This design comes from an exercise in tuning for small area, a short achievable clock period and few clock cycles on the open sky130 flow, not from production work.
In this exercise RTL edits were held to simulation tests only and were not proved equivalent to the original.

File: run.sh
#!/bin/bash
# synth_recipe.tcl (not shown) runs the flow's synth.tcl, then flattens the netlist and writes it again
# the make line also repeats each setting of config.mk as NAME=value (left out here)
make -C /OpenROAD-flow-scripts/flow DESIGN_CONFIG=/design/flow/config.mk WORK_HOME=/design/flow/orfs CLKGATE_MAP_FILE= SYNTH_SCRIPT=/design/flow/synth_recipe.tcl finish
File: config.mk
export PLATFORM = sky130hd
export DESIGN_NAME = pn_evaluator
export DESIGN_NICKNAME = pn_evaluator
export VERILOG_FILES = /design/flow/design.v
export SDC_FILE = /design/flow/constraint.sdc
export NUM_CORES = 4
export LEC_CHECK = 0
export CAP_MARGIN = 20
export CORE_MARGIN = 2
export CORE_UTILIZATION = 40
export SLEW_MARGIN = 20
File: constraint.sdc
create_clock -name core_clock -period 9.0 [get_ports {clk}]
set_input_delay 1.8000 -clock core_clock [delete_from_list [all_inputs] [get_ports {clk}]]
set_output_delay 1.8000 -clock core_clock [all_outputs]
set_load 0.01 [all_outputs]
File: design.v
`default_nettype none
package pn_pkg;
    localparam int result_w     = 16;
    localparam int operand_w    = 3;
    localparam int buf_depth    = 16;
    localparam int buf_idx_w    = 4;
    localparam int stack_depth  = 16;
    localparam int stack_ptr_w  = $clog2(stack_depth);
    localparam int max_results  = 4;
    localparam int result_cnt_w = $clog2(max_results + 1);
    localparam int result_idx_w = $clog2(max_results);
    typedef logic signed [result_w-1:0] result_t;
    localparam result_t result_fill = {1'b0, {(result_w - 1){1'b1}}};
    typedef enum logic [1:0] {
        prefix_burst  = 2'd0,
        postfix_burst = 2'd1,
        prefix        = 2'd2,
        postfix       = 2'd3
    } pn_mode_e;
    typedef enum logic [1:0] {
        op_add     = 2'd0,
        op_sub     = 2'd1,
        op_mul     = 2'd2,
        op_abs_sum = 2'd3
    } pn_op_e;
    typedef enum logic [1:0] {
        idle,
        read,
        evaluate,
        emit
    } main_state_e;
    typedef enum logic [2:0] {
        classify,
        push_operand,
        pop_first,
        pop_second,
        calculate,
        push_result
    } stack_step_e;
    typedef struct packed {
        logic                 is_operator;
        logic [operand_w-1:0] value;
    } token_t;
    typedef struct packed {
        logic start;
        logic step;
        logic reverse;
    } scan_cmd_t;
    typedef struct packed {
        logic    push;
        logic    pop;
        result_t push_data;
    } stack_cmd_t;
    typedef struct packed {
        logic   load_first;
        logic   load_second;
        pn_op_e op;
        logic   postfix;
    } alu_cmd_t;
    typedef struct packed {
        logic clear;
        logic record;
        logic emit_start;
        logic descending;
    } collect_cmd_t;
endpackage
`default_nettype wire
`timescale 1ns/1ps
`default_nettype none
module token_buffer (
    input  wire                     clk,
    input  wire                     rst_n,
    input  wire                     in_valid,
    input  wire pn_pkg::token_t     in_token,
    input  wire pn_pkg::scan_cmd_t  scan,
    output pn_pkg::token_t          token,
    output logic                    at_last
);
    logic [pn_pkg::operand_w:0]   tokens [0:pn_pkg::buf_depth-1];
    logic [pn_pkg::buf_idx_w-1:0] length;
    logic [pn_pkg::buf_idx_w-1:0] idx;
    logic [pn_pkg::buf_idx_w-1:0] end_idx;
    always_ff @(posedge clk) begin
        if (in_valid) begin
            tokens[length] <= in_token;
        end
    end
    always_ff @(posedge clk or negedge rst_n) begin
        if (!rst_n) begin
            length <= '0;
        end else if (scan.start) begin
            length <= '0;
        end else if (in_valid) begin
            length <= length + 1'b1;
        end
    end
    always_ff @(posedge clk or negedge rst_n) begin
        if (!rst_n) begin
            idx     <= '0;
            end_idx <= '0;
        end else if (scan.start) begin
            idx     <= scan.reverse ? length - 1'b1 : '0;
            end_idx <= scan.reverse ? '0 : length - 1'b1;
        end else if (scan.step) begin
            idx <= scan.reverse ? idx - 1'b1 : idx + 1'b1;
        end
    end
    assign token   = tokens[idx];
    assign at_last = (idx == end_idx);
endmodule
`default_nettype wire
`timescale 1ns/1ps
`default_nettype none
module operand_stack (
    input  wire                      clk,
    input  wire                      rst_n,
    input  wire pn_pkg::stack_cmd_t  cmd,
    output pn_pkg::result_t          top
);
    pn_pkg::result_t                mem [0:pn_pkg::stack_depth-1];
    logic [pn_pkg::stack_ptr_w-1:0] sp;
    always_ff @(posedge clk) begin
        if (cmd.push) begin
            mem[sp] <= cmd.push_data;
        end
    end
    always_ff @(posedge clk or negedge rst_n) begin
        if (!rst_n) begin
            sp <= '0;
        end else if (cmd.push) begin
            sp <= sp + 1'b1;
        end else if (cmd.pop) begin
            sp <= sp - 1'b1;
        end
    end
    assign top = mem[sp - 1'b1];
endmodule
`default_nettype wire
`timescale 1ns/1ps
`default_nettype none
module eval_ctrl (
    input  wire                        clk,
    input  wire                        rst_n,
    input  wire                        in_valid,
    input  wire pn_pkg::pn_mode_e      mode,
    input  wire pn_pkg::token_t        token,
    input  wire                        at_last,
    input  wire pn_pkg::result_t       alu_result,
    input  wire                        emit_done,
    output pn_pkg::scan_cmd_t          scan,
    output pn_pkg::stack_cmd_t         stack_cmd,
    output pn_pkg::alu_cmd_t           alu_cmd,
    output pn_pkg::collect_cmd_t       collect
);
    pn_pkg::main_state_e state;
    pn_pkg::main_state_e state_next;
    pn_pkg::stack_step_e step;
    pn_pkg::stack_step_e step_next;
    pn_pkg::pn_mode_e    mode_q;
    logic                emit_started;
    logic                burst;
    logic                postfix_scan;
    logic                final_calc;
    assign burst        = (mode_q == pn_pkg::prefix_burst) || (mode_q == pn_pkg::postfix_burst);
    assign postfix_scan = (mode_q == pn_pkg::postfix) || (mode_q == pn_pkg::postfix_burst);
    assign final_calc   = (state == pn_pkg::evaluate) && (step == pn_pkg::calculate) && at_last;
    always_ff @(posedge clk or negedge rst_n) begin
        if (!rst_n) begin
            state        <= pn_pkg::idle;
            step         <= pn_pkg::classify;
            mode_q       <= pn_pkg::postfix;
            emit_started <= 1'b0;
        end else begin
            state        <= state_next;
            step         <= step_next;
            emit_started <= (state == pn_pkg::emit);
            if (state == pn_pkg::idle && in_valid) begin
                mode_q <= mode;
            end
        end
    end
    always_comb begin
        state_next = state;
        case (state)
            pn_pkg::idle:     if (in_valid) state_next = pn_pkg::read;
            pn_pkg::read:     if (!in_valid) state_next = pn_pkg::evaluate;
            pn_pkg::evaluate: if (final_calc) state_next = pn_pkg::emit;
            pn_pkg::emit:     if (emit_done) state_next = pn_pkg::idle;
            default:          state_next = pn_pkg::idle;
        endcase
    end
    always_comb begin
        step_next = pn_pkg::classify;
        if (state == pn_pkg::evaluate) begin
            case (step)
                pn_pkg::classify: begin
                    step_next = token.is_operator ? pn_pkg::pop_first : pn_pkg::push_operand;
                end
                pn_pkg::pop_first:  step_next = pn_pkg::pop_second;
                pn_pkg::pop_second: step_next = pn_pkg::calculate;
                pn_pkg::calculate: begin
                    if (!burst && !at_last) begin
                        step_next = pn_pkg::push_result;
                    end
                end
                default: step_next = pn_pkg::classify;
            endcase
        end
    end
    always_comb begin
        scan      = '0;
        stack_cmd = '0;
        alu_cmd   = '0;
        collect   = '0;
        scan.reverse       = !postfix_scan;
        scan.start         = (state == pn_pkg::read) && !in_valid;
        collect.clear      = scan.start;
        collect.descending = (mode_q == pn_pkg::prefix_burst);
        collect.emit_start = (state == pn_pkg::emit) && !emit_started;
        alu_cmd.op         = pn_pkg::pn_op_e'(token.value[1:0]);
        alu_cmd.postfix    = postfix_scan;
        if (state == pn_pkg::evaluate) begin
            case (step)
                pn_pkg::push_operand: begin
                    stack_cmd.push      = 1'b1;
                    stack_cmd.push_data = pn_pkg::result_t'(token.value);
                    scan.step           = 1'b1;
                end
                pn_pkg::pop_first: begin
                    stack_cmd.pop      = 1'b1;
                    alu_cmd.load_first = 1'b1;
                end
                pn_pkg::pop_second: begin
                    stack_cmd.pop       = 1'b1;
                    alu_cmd.load_second = 1'b1;
                end
                pn_pkg::calculate: begin
                    scan.step      = 1'b1;
                    collect.record = burst || at_last;
                end
                pn_pkg::push_result: begin
                    stack_cmd.push      = 1'b1;
                    stack_cmd.push_data = alu_result;
                end
                default: ;
            endcase
        end
    end
endmodule
`default_nettype wire
`timescale 1ns/1ps
`default_nettype none
module pn_alu (
    input  wire                    clk,
    input  wire                    rst_n,
    input  wire pn_pkg::alu_cmd_t  cmd,
    input  wire pn_pkg::result_t   stack_top,
    output pn_pkg::result_t        result
);
    pn_pkg::result_t first_q;
    pn_pkg::result_t second_q;
    pn_pkg::result_t sum;
    pn_pkg::pn_op_e  op_q;
    logic            postfix_q;
    always_ff @(posedge clk) begin
        if (cmd.load_first) begin
            first_q <= stack_top;
        end
        if (cmd.load_second) begin
            second_q <= stack_top;
        end
    end
    always_ff @(posedge clk or negedge rst_n) begin
        if (!rst_n) begin
            op_q      <= pn_pkg::op_add;
            postfix_q <= 1'b0;
        end else if (cmd.load_second) begin
            op_q      <= cmd.op;
            postfix_q <= cmd.postfix;
        end
    end
    assign sum = first_q + second_q;
    always_comb begin
        case (op_q)
            pn_pkg::op_add: result = sum;
            pn_pkg::op_sub: result = postfix_q ? second_q - first_q : first_q - second_q;
            pn_pkg::op_mul: result = first_q * second_q;
            default:        result = sum[pn_pkg::result_w-1] ? -sum : sum;
        endcase
    end
endmodule
`default_nettype wire
`timescale 1ns/1ps
`default_nettype none
module sort4_network (
    input  wire [3:0][pn_pkg::result_w-1:0] in_vals,
    output logic [3:0][pn_pkg::result_w-1:0] sorted
);
    logic [3:0][pn_pkg::result_w-1:0] s1;
    logic [3:0][pn_pkg::result_w-1:0] s2;
    function automatic logic [2*pn_pkg::result_w-1:0] exchange(
        input pn_pkg::result_t a,
        input pn_pkg::result_t b
    );
        exchange = (a > b) ? {b, a} : {a, b};
    endfunction
    always_comb begin
        {s1[0], s1[1]} = exchange(in_vals[0], in_vals[1]);
        {s1[2], s1[3]} = exchange(in_vals[2], in_vals[3]);
        {s2[0], s2[2]} = exchange(s1[0], s1[2]);
        {s2[1], s2[3]} = exchange(s1[1], s1[3]);
        {sorted[1], sorted[2]} = exchange(s2[1], s2[2]);
        sorted[0] = s2[0];
        sorted[3] = s2[3];
    end
endmodule
`default_nettype wire
`timescale 1ns/1ps
`default_nettype none
module result_collector (
    input  wire                        clk,
    input  wire                        rst_n,
    input  wire pn_pkg::collect_cmd_t  cmd,
    input  wire pn_pkg::result_t       alu_result,
    output pn_pkg::result_t            out,
    output logic                       out_valid,
    output logic                       emit_done
);
    logic [pn_pkg::max_results-1:0][pn_pkg::result_w-1:0] slots;
    logic [pn_pkg::max_results-1:0][pn_pkg::result_w-1:0] sorted;
    logic [pn_pkg::max_results-1:0][pn_pkg::result_w-1:0] sorted_q;
    logic [pn_pkg::result_cnt_w-1:0] count;
    logic [pn_pkg::result_cnt_w-1:0] last_slot;
    logic [pn_pkg::result_cnt_w-1:0] left;
    logic [pn_pkg::result_idx_w-1:0] rd_idx;
    logic                            active;
    logic                            desc_q;
    assign last_slot = count - 1'b1;
    always_ff @(posedge clk) begin
        if (cmd.clear) begin
            for (int i = 0; i < pn_pkg::max_results; i++) begin
                slots[i] <= pn_pkg::result_fill;
            end
        end else if (cmd.record && count < pn_pkg::max_results) begin
            slots[count[pn_pkg::result_idx_w-1:0]] <= alu_result;
        end
        if (cmd.emit_start) begin
            sorted_q <= sorted;
        end
    end
    always_ff @(posedge clk or negedge rst_n) begin
        if (!rst_n) begin
            count <= '0;
        end else if (cmd.clear) begin
            count <= '0;
        end else if (cmd.record && count < pn_pkg::max_results) begin
            count <= count + 1'b1;
        end
    end
    sort4_network sort4_network_inst (
        .in_vals (slots),
        .sorted  (sorted)
    );
    always_ff @(posedge clk or negedge rst_n) begin
        if (!rst_n) begin
            active <= 1'b0;
            left   <= '0;
            rd_idx <= '0;
            desc_q <= 1'b0;
        end else if (cmd.emit_start) begin
            active <= (count != 0);
            left   <= count;
            desc_q <= cmd.descending;
            rd_idx <= cmd.descending ? last_slot[pn_pkg::result_idx_w-1:0] : '0;
        end else if (active) begin
            left   <= left - 1'b1;
            rd_idx <= desc_q ? rd_idx - 1'b1 : rd_idx + 1'b1;
            if (left == 1) begin
                active <= 1'b0;
            end
        end
    end
    assign out_valid = active;
    assign out       = active ? sorted_q[rd_idx] : '0;
    assign emit_done = active && (left == 1);
endmodule
`default_nettype wire
`timescale 1ns/1ps
`default_nettype none
module pn_evaluator (
    input  wire                         clk,
    input  wire                         rst_n,
    input  wire [1:0]                   mode,
    input  wire                         operator,
    input  wire [pn_pkg::operand_w-1:0] in,
    input  wire                         in_valid,
    output logic                        out_valid,
    output pn_pkg::result_t             out
);
    pn_pkg::token_t       in_token;
    pn_pkg::token_t       token;
    logic                 at_last;
    pn_pkg::scan_cmd_t    scan;
    pn_pkg::stack_cmd_t   stack_cmd;
    pn_pkg::alu_cmd_t     alu_cmd;
    pn_pkg::collect_cmd_t collect;
    pn_pkg::result_t      stack_top;
    pn_pkg::result_t      alu_result;
    logic                 emit_done;
    assign in_token = {operator, in};
    token_buffer token_buffer_inst (
        .clk      (clk),
        .rst_n    (rst_n),
        .in_valid (in_valid),
        .in_token (in_token),
        .scan     (scan),
        .token    (token),
        .at_last  (at_last)
    );
    operand_stack operand_stack_inst (
        .clk   (clk),
        .rst_n (rst_n),
        .cmd   (stack_cmd),
        .top   (stack_top)
    );
    eval_ctrl eval_ctrl_inst (
        .clk        (clk),
        .rst_n      (rst_n),
        .in_valid   (in_valid),
        .mode       (pn_pkg::pn_mode_e'(mode)),
        .token      (token),
        .at_last    (at_last),
        .alu_result (alu_result),
        .emit_done  (emit_done),
        .scan       (scan),
        .stack_cmd  (stack_cmd),
        .alu_cmd    (alu_cmd),
        .collect    (collect)
    );
    pn_alu pn_alu_inst (
        .clk       (clk),
        .rst_n     (rst_n),
        .cmd       (alu_cmd),
        .stack_top (stack_top),
        .result    (alu_result)
    );
    result_collector result_collector_inst (
        .clk        (clk),
        .rst_n      (rst_n),
        .cmd        (collect),
        .alu_result (alu_result),
        .out        (out),
        .out_valid  (out_valid),
        .emit_done  (emit_done)
    );
endmodule
`default_nettype wire
==> run summary <==
status=complete, no violations; Worst Hold Launch=result_collector_inst.slots[63]; 1st-pass router iterations=5; # IOs=26; R2R Setup Slk=1.17 ns; crit-path max cell delay=0.56 ns; Synth Area in Compound Gates=8.360%; Synth area leader=edfxtp_1; Hold Path End=result_collector_inst.slots[63]; CP Buf/Inv Count=6; row cnt=101; Async SR Flop Fraction=7.157%; Area growth syn-to-layout=10.08%; Avg WL per Cell=21.76 um; Detailed Route WL=75390 um; main combinational cell family by area after synthesis=multiplexers; Post-CTS Setup Bufs=0; RD Place Congestion=0.9222; most frequent cells in the layout=edfxtp_1 (416), inv_1 (267), ha_1 (204); Main synth FF type=edfxtp_1; fmax=127.7 MHz; FF+latch count, synth=517; Synth Area in XOR/XNOR=2.859%; final non-filler cell area=33720 um2; DP Wirelength=54320 um; vias in the first global route=19.95k; min Tclk post-route=7.830 ns; most common cell after layout, fill and taps aside=edfxtp_1; clk buf depth=3; synthesis warning total=6; CP max FO=20; antenna violations before repair=2; ratio of cells with drive above 1 in the final layout=13.03%; mux contribution to synthesized area=14.22%; FF-to-FF End=result_collector_inst.sorted_q[40]; Worst-Margin Slew=1.136 ns; grt ovf=0; clk sink count=517; hold buffers post-CTS=0; synthesized area=30640 um2; Inserted Clock Buffers=52; Post-synth EDFFs=416; syn avg cell area=12.59 um2; Worst Path Required=9.42 ns; R2R depth=28; number of diodes=0; CP delay by family, top=compound AO/OA/AOI/OAI gates; All-Layer GR Usage=19.26%; slew margin rel.=24.28%; initial core utilization=40.41%; # nets final=2739; die width=280.8 um; DRT iter0 DRCs=1571; worst min-delay path category=reg -> reg; largest net degree at the start of global routing=77; worst hold stages=2; global-route wire length before repair=116600 um; Core ar.=75820 um2; CTS tree=built; Post-Synth Adder-Cell Area=13.80%; clock latency (worst-skew pair)=0.61 ns; setup ws final=1.170 ns; max cap viols=0; Final setup viols=0; Mapped Nets=2730; final cycle utilization of the critical path=87.00%; final hold viol count=0; Critical Path End Type=flip-flop; Seq/Total Area, Yosys=47.99%; RSZ-0062 raised after global routing=no; library cells used by synthesis=90; Area contributors post-synth=edfxtp_1 (41%), mux4_2 (8.7%), ha_1 (8.4%); full die area=78820 um2; Setup TNS=0 ns; Final ANT Viol Nets=0; CTS resizes=0; Synth Area in Simple Gates=7.947%; critical path launch point type=flip-flop; Die H=280.8 um; via count=19.50k; Clock Tree Root=clkbuf_16; Worst-path clk slew=0.06 ns; Mapped Cells=2433; Port Buffers=25; Slew Limit Fails=0; CTS H-tree lvls=2; DRC violations left=0; dpl ws=1.242 ns; Layout Skew=0.03234 ns; Crit path arrival time=8.25 ns; worst r2r src=result_collector_inst.slots[27]; fin util=44.48%; kind of critical path=reg -> reg; Worst path slowest cell=a31oi_4; top cell type's share of synthesized area=40.77%; Vias/cell=5.628; Placement Cell Area=32010 um2
[worst max path at each step]
stage,startpoint,end,slack (ns),cells past startpoint
final,result_collector_inst.slots[27],result_collector_inst.sorted_q[40],1.17,28
after global routing,result_collector_inst.slots[27],result_collector_inst.sorted_q[40],0.56,28
after CTS,result_collector_inst.slots[63],result_collector_inst.sorted_q[40],1.16,25
after detailed placement,result_collector_inst.slots[63],result_collector_inst.sorted_q[27],1.24,25
after global placement,result_collector_inst.slots[26],result_collector_inst.sorted_q[26],1.51,27
after floorplan,result_collector_inst.slots[27],result_collector_inst.sorted_q[16],2.26,28
[Yosys cell counts (all sizes together) (63+ instances only)]
library cell and count:
mux2i 114, nand2 145, a21oi 103, xnor2 77, dfxtp 64, a221o 63, ha 205, mux4 119
clkbuf 79, inv 268, edfxtp 416, fa 83, nor2 164
[state kept, by name (all words and copies together) (netlist names), 3 cells and up]
signal                          flops
operand_stack_inst.mem            256
token_buffer_inst.tokens           64
result_collector_inst.slots        64
result_collector_inst.sorted_q     64
pn_alu_inst.first_q                16
token_buffer_inst.end_idx           4
token_buffer_inst.length            4
operand_stack_inst.sp               4
eval_ctrl_inst.step                 3
result_collector_inst.left          3
result_collector_inst.count         3
token_buffer_inst.idx               4
pn_alu_inst.second_q               16
[kinds of logic (layout without fill, tap and decap cells)]
| group | count (synthesis) | count (layout) |
|---|---|---|
| multiplexers | 279 | 279 |
| adder cells (fa/ha/maj) | 288 | 288 |
| XOR/XNOR | 100 | 100 |
| AO/OA/AOI/OAI | 360 | 360 |
| AND/OR/NAND/NOR | 510 | 510 |
| buffers and inverters | 379 | 432 |
| flip-flops | 517 | 517 |
[metal layers]
layer	part of all wire, %	GRT usage [%]	vias to the layer above
li1	-	-	8906
met1	42	25.26	9860
met2	49	32.88	597
met3	5.6	2.901	134
met4	2.9	6.033	0
met5	0	0	-
[through the flow]
| step | hold slack (ns) | cells |
|---|---|---|
| global route | 0.5336 | 3464 |
| CTS | 0.5046 | 3464 |
| global placement | 0.4796 | 3366 |
| finish | 0.5016 | 3464 |
| detailed placement | 0.4951 | 3366 |
| floorplan | 0.4622 | 2433 |
[cell type report]
type                       instances  area, um2
tap                              978       1224
timing repair buffer              62      523.0
fill                            6877      42100
inverter                         272       1021
multi-input combinational       1537      14540
sequential                       517      14710
clock inverter                    34      319.1
clock buffer                      64       1388
[worst reg2reg max path, delay by kind of cell, from the launching register on]
kind	cells	cell delay [ns]
multiplexers	3	1.12
AO/OA/AOI/OAI	12	3.51
flip-flops	1	0.39
buffers and inverters	6	1.12
AND/OR/NAND/NOR	4	0.75
adder cells (fa/ha/maj)	3	0.78
Testbench counts, summed over its fixed seeds: cycles 39,790.

-- what the ideal ports hide --
Ports are ideal in the flow. The routed layout listed here was re-timed in OpenROAD.
Step 1: set_driving_cell puts a clkbuf_16 on clk and a buf_2 on each other input, an assumption about the parent block.
Step 2 also shifts input and output timing later by t, the mid clock arrival at the registers, as if the neighbouring blocks saw the same clock.
Slacks: ideal / step 1 / step 2; pairs: ideal / step 1.
shift t [ns]: 0.655
slack for setup (ns): 1.170 / 1.170 / 1.170
slew at the worst register clock pin (ns): 0.07 / 0.07
After both steps setup and hold are still met in this run. The setup slack of this run moves by 0.000 ns with the drivers and by 0.000 ns with both steps.
